Context: an optimization exercise on an open-source flow, tuned for small area. The choices shown serve that exercise and are no tape-out recipe.
Only simulation tests tie the RTL to the original design; equivalence was not proved.
No driver is modelled on the clock port, so clocking that relies on it looks cheaper here than on a real chip.

==> run C: inputs <==
==> flow/design.v <==
package uart_cmd_pkg;
    localparam int CLK_FREQ     = 50_000_000;
    localparam int BAUD_RATE    = 3_125_000;
    localparam int CLKS_PER_BIT = CLK_FREQ / BAUD_RATE;     
    localparam int PAYLOAD_BITS = 8;
    localparam int ADDR_BITS    = 7;
    localparam int MEM_DEPTH    = 1 << ADDR_BITS;
    localparam int CLK_CNT_BITS = $clog2(CLKS_PER_BIT);
    localparam int BIT_CNT_BITS = $clog2(PAYLOAD_BITS);
    typedef logic [PAYLOAD_BITS-1:0] byte_t;
    typedef logic [ADDR_BITS-1:0]    addr_t;
    typedef enum logic {
        OP_READ  = 1'b0,
        OP_WRITE = 1'b1
    } opcode_e;
    typedef enum logic [2:0] {
        RX_IDLE, RX_START, RX_DATA, RX_PARITY, RX_STOP
    } rx_state_e;
    typedef enum logic [2:0] {
        TX_IDLE, TX_START, TX_DATA, TX_PARITY, TX_STOP
    } tx_state_e;
endpackage
`timescale 1ns/1ps
module uart_cmd_slave (
    input  logic clk,
    input  logic rst_n,
    input  logic rx,
    output logic tx
);
    function automatic logic [3:0] step4(input logic [3:0] s);
        step4 = {s[2:0], s[3] ^ s[0] ^ (s[2:0] == 3'b000)};
    endfunction
    function automatic logic [4:0] step5(input logic [4:0] s);
        step5 = {s[3:0], s[4] ^ s[1] ^ (s[3:0] == 4'b0000)};
    endfunction
    localparam logic [3:0] RS_IDLE  = 4'd12;
    localparam logic [3:0] RS_START = 4'd8;
    logic [3:0] rs;
    logic [3:0] rclk;
    logic       r_idle;
    logic       byte_valid;
    logic [7:0] rx_byte;
    logic       r_tick;
    logic       r_last;
    assign r_tick     = rclk == 4'd15;
    assign r_last     = rs == 4'd0 && r_tick;      
    assign r_idle     = rs[3:1] == 3'b110;         
    assign byte_valid = rs == 4'd13;
    always_ff @(posedge clk or negedge rst_n) begin
        if (!rst_n) begin
            rs <= RS_IDLE;
        end else begin
            if (r_idle) begin
                rs <= rx ? RS_IDLE : RS_START;
            end else if (r_tick) begin
                rs <= (rs == RS_START && rx) ? RS_IDLE : rs - 1'b1;
            end
        end
    end
    always_ff @(posedge clk) begin
        rclk <= r_idle ? 4'd2 : step4(rclk);
    end
    always_ff @(posedge clk) begin
        if (!rs[3] && r_tick) rx_byte <= {rx_byte[6:0], rx};
    end
    logic data_pending;
    logic rd_byte;        
    logic wr_cmd;
    assign rd_byte = byte_valid && !data_pending && !rx_byte[7];
    always_ff @(posedge clk or negedge rst_n) begin
        if (!rst_n) begin
            data_pending <= 1'b0;
            wr_cmd       <= 1'b0;
        end else begin
            wr_cmd <= byte_valid && data_pending;
            if (byte_valid) data_pending <= !data_pending && rx_byte[7];
        end
    end
    logic [6:0] addr;
    always_ff @(posedge clk) begin
        if (r_last && !data_pending) addr <= {rx_byte[5:0], rx};
    end
    logic [4:0] ph_lo;
    logic [1:0] ph_hi;
    logic       wp;           
    logic       m32, m64, m128;
    logic [1:0] sel32;
    logic       sel64;
    logic [7:0] cap;          
    logic       cap_en;
    assign m32    = ph_lo == addr[4:0];
    assign m64    = m32 && ph_hi[0] == addr[5];
    assign m128   = m64 && ph_hi[1] == addr[6];
    assign sel32  = addr[6:5] - ph_hi;
    assign sel64  = addr[6] ^ ph_hi[1];
    assign cap_en = !wr_cmd && !wp;
    always_ff @(posedge clk) begin
        ph_lo <= step5(ph_lo);
        if (ph_lo == 5'd16) ph_hi <= ph_hi + 1'b1;
    end
    always_ff @(posedge clk) begin
        if (wr_cmd) wp <= 1'b1;
        else if (m128) wp <= 1'b0;
    end
    for (genvar k = 0; k < 8; k++) begin : g_ring
        logic [127:0] ring;
        logic         t;       
        logic         m;       
        logic         c;
        always_ff @(posedge clk) begin
            ring <= {ring[126:0], (wp && m128) ? cap[k] : ring[127]};
        end
        if (k == 7) begin : g_t4
            always_comb begin
                case (sel32)
                    2'd0:    t = ring[127];
                    2'd1:    t = ring[95];
                    2'd2:    t = ring[63];
                    default: t = ring[31];
                endcase
            end
            assign m = m32;
        end else if (k >= 3) begin : g_t2
            assign t = sel64 ? ring[63] : ring[127];
            assign m = m64;
        end else begin : g_t1
            assign t = ring[127];
            assign m = m128;
        end
        always_ff @(posedge clk) begin
            if (byte_valid && data_pending) c <= rx_byte[k];
            else if (cap_en && m) c <= t;
        end
        assign cap[k] = c;
    end
    localparam logic [3:0] TS_IDLE = 4'd12;
    localparam logic [3:0] TS_STOP = 4'd13;
    localparam logic [3:0] TS_PRE  = 4'd8;
    logic [3:0] ts;
    logic [3:0] tclk;
    logic       t_end;
    logic       par;
    logic       accept;
    assign t_end  = tclk == 4'd8;
    assign accept = rd_byte && (ts == TS_IDLE ||
                                (ts == TS_STOP && (t_end || tclk == 4'd4)));
    always_ff @(posedge clk) begin
        tclk <= accept ? 4'd4 : step4(tclk);
    end
    always_ff @(posedge clk or negedge rst_n) begin
        if (!rst_n) begin
            ts   <= TS_IDLE;
            tx   <= 1'b1;
        end else begin
            if (accept) begin
                ts   <= TS_PRE;
            end else if (t_end && ts != TS_IDLE) begin
                ts <= ts - 1'b1;
                if (!ts[3])     tx <= cap[ts[2:0]];
                else if (!ts[2]) tx <= 1'b0;           
                else if (ts[1] && ts[0]) tx <= par;
                else            tx <= 1'b1;
            end
        end
    end
    always_ff @(posedge clk) begin
        if (ts[3] && !ts[1]) par <= 1'b0;
        else if (t_end && !ts[3]) par <= par ^ cap[ts[2:0]];
    end
endmodule
==> flow/flow/run.sh <==
#!/bin/bash
# Standard layout (the standard.sh) with these changes:
# - before repair_design, combinational cells and port buffers start at their
#   smallest drive (flow/downsize.tcl); repair_design upsizes where needed;
# - the clock tree is built from clkbuf_8 buffers in clusters of at most 20
#   sinks, with no dummy loads;
# - after clock tree synthesis each clock buffer is resized to the smallest
#   clkbuf that keeps the slew it drives under a target (flow/clk_resize.tcl).
# make's full output goes to make_finish.log; each step's log is under orfs/logs.
set -euo pipefail
bash standard.sh finish \
  PRE_RESIZE_TCL=$PWD/flow/downsize.tcl \
  POST_CTS_TCL=$PWD/flow/clk_resize.tcl \
  "CTS_ARGS=-sink_clustering_enable -repair_clock_nets -dont_use_dummy_load -buf_list sky130_fd_sc_hd__clkbuf_8 -sink_clustering_size 20 -sink_clustering_max_diameter 60" \
  > make_finish.log 2>&1
==> flow/flow/clk_resize.tcl <==
# Resize each clock tree buffer to the smallest clkbuf whose output slew at
# every pin it drives stays under the target, leaves first, then the rest.
# slews are in ns: leaf buffers (driving flip-flops) and buffers driving buffers
set leaf_target 0.118
set tree_target 0.200
set sizes {1 2 4 8 16}
estimate_parasitics -placement
proc clkbufs {} {
  set out {}
  foreach inst [get_cells *] {
    set lc [get_lib_cells -of_objects $inst]
    if {$lc == "NULL" || $lc == ""} { continue }
    if {[regexp {^sky130_fd_sc_hd__clkbuf_[0-9]+$} [get_name $lc]]} { lappend out $inst }
  }
  return $out
}
proc load_slew {inst} {
  set worst 0.0
  set opin [get_pins -of_objects $inst -filter "direction == output"]
  set net [get_nets -of_objects $opin]
  foreach p [get_pins -of_objects $net -filter "direction == input"] {
    set s [get_property $p slew_max]
    if {$s > $worst} { set worst $s }
  }
  return $worst
}
proc is_leaf {inst} {
  set opin [get_pins -of_objects $inst -filter "direction == output"]
  set net [get_nets -of_objects $opin]
  foreach p [get_pins -of_objects $net -filter "direction == input"] {
    set m [get_name [get_lib_cells -of_objects [get_cells -of_objects $p]]]
    if {[regexp {clkbuf} $m]} { return 0 }
  }
  return 1
}
set before 0.0
foreach inst [clkbufs] { set before [expr {$before + [get_property [get_lib_cells -of_objects $inst] area]}] }
set hist {}
foreach inst [clkbufs] {
  if {[is_leaf $inst]} { lappend hist [format %.0f [expr {[load_slew $inst]*1000}]] }
}
puts "clk_resize: leaf slews before: [lsort -integer $hist]"
foreach pass {1 2} {
  set leaves {}
  set others {}
  foreach inst [clkbufs] {
    if {[is_leaf $inst]} { lappend leaves $inst } else { lappend others $inst }
  }
  foreach inst [concat $leaves $others] {
    set target [expr {[lsearch -exact $leaves $inst] >= 0 ? $leaf_target : $tree_target}]
    set chosen ""
    foreach s $sizes {
      set lc [get_lib_cells sky130_fd_sc_hd__clkbuf_$s]
      replace_cell $inst $lc
      if {[load_slew $inst] <= $target} { set chosen $lc; break }
    }
    if {$chosen == ""} { replace_cell $inst [get_lib_cells sky130_fd_sc_hd__clkbuf_16] }
  }
}
set after 0.0
set worst 0.0
foreach inst [clkbufs] {
  set after [expr {$after + [get_property [get_lib_cells -of_objects $inst] area]}]
  if {[is_leaf $inst]} {
    set w [load_slew $inst]
    if {$w > $worst} { set worst $w }
  }
}
puts "clk_resize: clock buffer area [format %.1f $before] -> [format %.1f $after], worst flip-flop clock slew [format %.1f [expr {$worst * 1000}]] ps"
==> flow/flow/downsize.tcl <==
# Swap every combinational cell for the smallest-area cell of the same
# function: another drive strength of the same cell, or the smallest plain
# buffer for any buffer or delay cell (the port buffers). It runs before
# repair_design, which upsizes again wherever slew or capacitance needs it,
# and before clock tree synthesis, so no clock buffer exists yet.
set dont_use_list [split $::env(DONT_USE_CELLS)]
set n_swapped 0
set saved 0.0
set buf1 [get_lib_cells sky130_fd_sc_hd__buf_1]
foreach inst [get_cells *] {
  set lc [get_lib_cells -of_objects $inst]
  if {$lc == "NULL" || $lc == ""} { continue }
  set name [get_name $lc]
  if {![regexp {^(sky130_fd_sc_hd__([a-z0-9]+))_([0-9]+)$} $name -> stem fn drv]} { continue }
  set best $lc
  set best_area [get_property $lc area]
  if {[regexp {^(buf|clkbuf|clkdlybuf4s[0-9]+|dlygate4sd[0-9]|dlymetal6s[0-9]s)$} $fn]} {
    set cands [list $buf1]
  } elseif {[regexp {^(df|edf|sdf|dl|sdl|conb|tap|fill|decap|clk|lpflow|diode|probe|bleeder)} $fn]} {
    continue
  } else {
    set cands [get_lib_cells ${stem}_*]
  }
  foreach cand $cands {
    set cn [get_name $cand]
    if {$cand != $buf1 && ![regexp "^${stem}_\[0-9\]+\$" $cn]} { continue }
    if {[lsearch -exact $dont_use_list $cn] >= 0} { continue }
    set a [get_property $cand area]
    if {$a < $best_area} {
      set best $cand
      set best_area $a
    }
  }
  if {$best != $lc} {
    set saved [expr {$saved + [get_property $lc area] - $best_area}]
    replace_cell $inst $best
    incr n_swapped
  }
}
puts "downsize: swapped $n_swapped cells, [format %.1f $saved] um2 less"
==> flow/standard.sh <==
#!/bin/bash
# synth_recipe.tcl (not shown) runs the flow's synth.tcl, then flattens the netlist and writes it again
# the make line also repeats each setting of config.mk as NAME=value (left out here)
make -C /OpenROAD-flow-scripts/flow DESIGN_CONFIG=/design/flow/config.mk WORK_HOME=/design/flow/orfs CLKGATE_MAP_FILE= SYNTH_SCRIPT=/design/flow/synth_recipe.tcl "${@:-finish}"
==> flow/config.mk <==
export PLATFORM = sky130hd
export DESIGN_NAME = uart_cmd_slave
export DESIGN_NICKNAME = uart_cmd_slave
export VERILOG_FILES = /design/flow/design.v
export SDC_FILE = /design/flow/constraint.sdc
export NUM_CORES = 4
export LEC_CHECK = 0
export CAP_MARGIN = 20
export CORE_MARGIN = 2
export CORE_UTILIZATION = 65
export SLEW_MARGIN = 20
==> flow/constraint.sdc <==
create_clock -name core_clock -period 20.0 [get_ports {clk}]
set_input_delay 4.0000 -clock core_clock [delete_from_list [all_inputs] [get_ports {clk}]]
set_output_delay 4.0000 -clock core_clock [all_outputs]
set_load 0.01 [all_outputs]
==> inputs of run A, as changes to run C <==
--- a/flow/design.v
+++ b/flow/design.v
@@ -64,14 +64,15 @@
         if (!rs[3] && r_tick) rx_byte <= {rx_byte[6:0], rx};
     end
     logic data_pending;
-    logic rd_byte;        
+    logic rd_cmd;
     logic wr_cmd;
-    assign rd_byte = byte_valid && !data_pending && !rx_byte[7];
     always_ff @(posedge clk or negedge rst_n) begin
         if (!rst_n) begin
             data_pending <= 1'b0;
+            rd_cmd       <= 1'b0;
             wr_cmd       <= 1'b0;
         end else begin
+            rd_cmd <= byte_valid && !data_pending && !rx_byte[7];
             wr_cmd <= byte_valid && data_pending;
             if (byte_valid) data_pending <= !data_pending && rx_byte[7];
         end
@@ -140,12 +141,11 @@
     logic [3:0] tclk;
     logic       t_end;
     logic       par;
-    logic       accept;
-    assign t_end  = tclk == 4'd8;
-    assign accept = rd_byte && (ts == TS_IDLE ||
-                                (ts == TS_STOP && (t_end || tclk == 4'd4)));
+    assign t_end = tclk == 4'd8;
+    logic accept;
+    assign accept = rd_cmd && (ts == TS_IDLE || (ts == TS_STOP && t_end));
     always_ff @(posedge clk) begin
-        tclk <= accept ? 4'd4 : step4(tclk);
+        tclk <= accept ? 4'd8 : step4(tclk);
     end
     always_ff @(posedge clk or negedge rst_n) begin
         if (!rst_n) begin
CORE_UTILIZATION = 80   (was 65)
==> summary of the runs <==
- Run A ended with an error in detailed placement. Run C produced a clean layout.
- In synthesized cell count, run C and run A hardly differ.
- Area after synthesis is about the same in run A and run C.

-- re-timing with driven ports --
Ports are ideal in the flow. The routed layout listed here was re-timed in OpenROAD. Step 1 assumes that a clkbuf_16 drives the clock port and a buf_2 every other input. Step 2 adds t to the input delays and takes it off the output delays; t is the mean of the earliest and latest rising clock arrival at the registers after step 1. Input paths then give back, and output paths get back, about the clock's delay inside the block. a / b / c = ideal / step 1 / step 2; a / b = the first two.
run: run C
shift t [ns]: 1.175
setup WS [ns]: 14.180 / 14.132 / 15.176
worst slew at a driven data input, ns: 0.03
After both steps run C still meets setup and hold. The setup slack of run C moves by -0.048 ns with the drivers and by +0.996 ns with both steps.
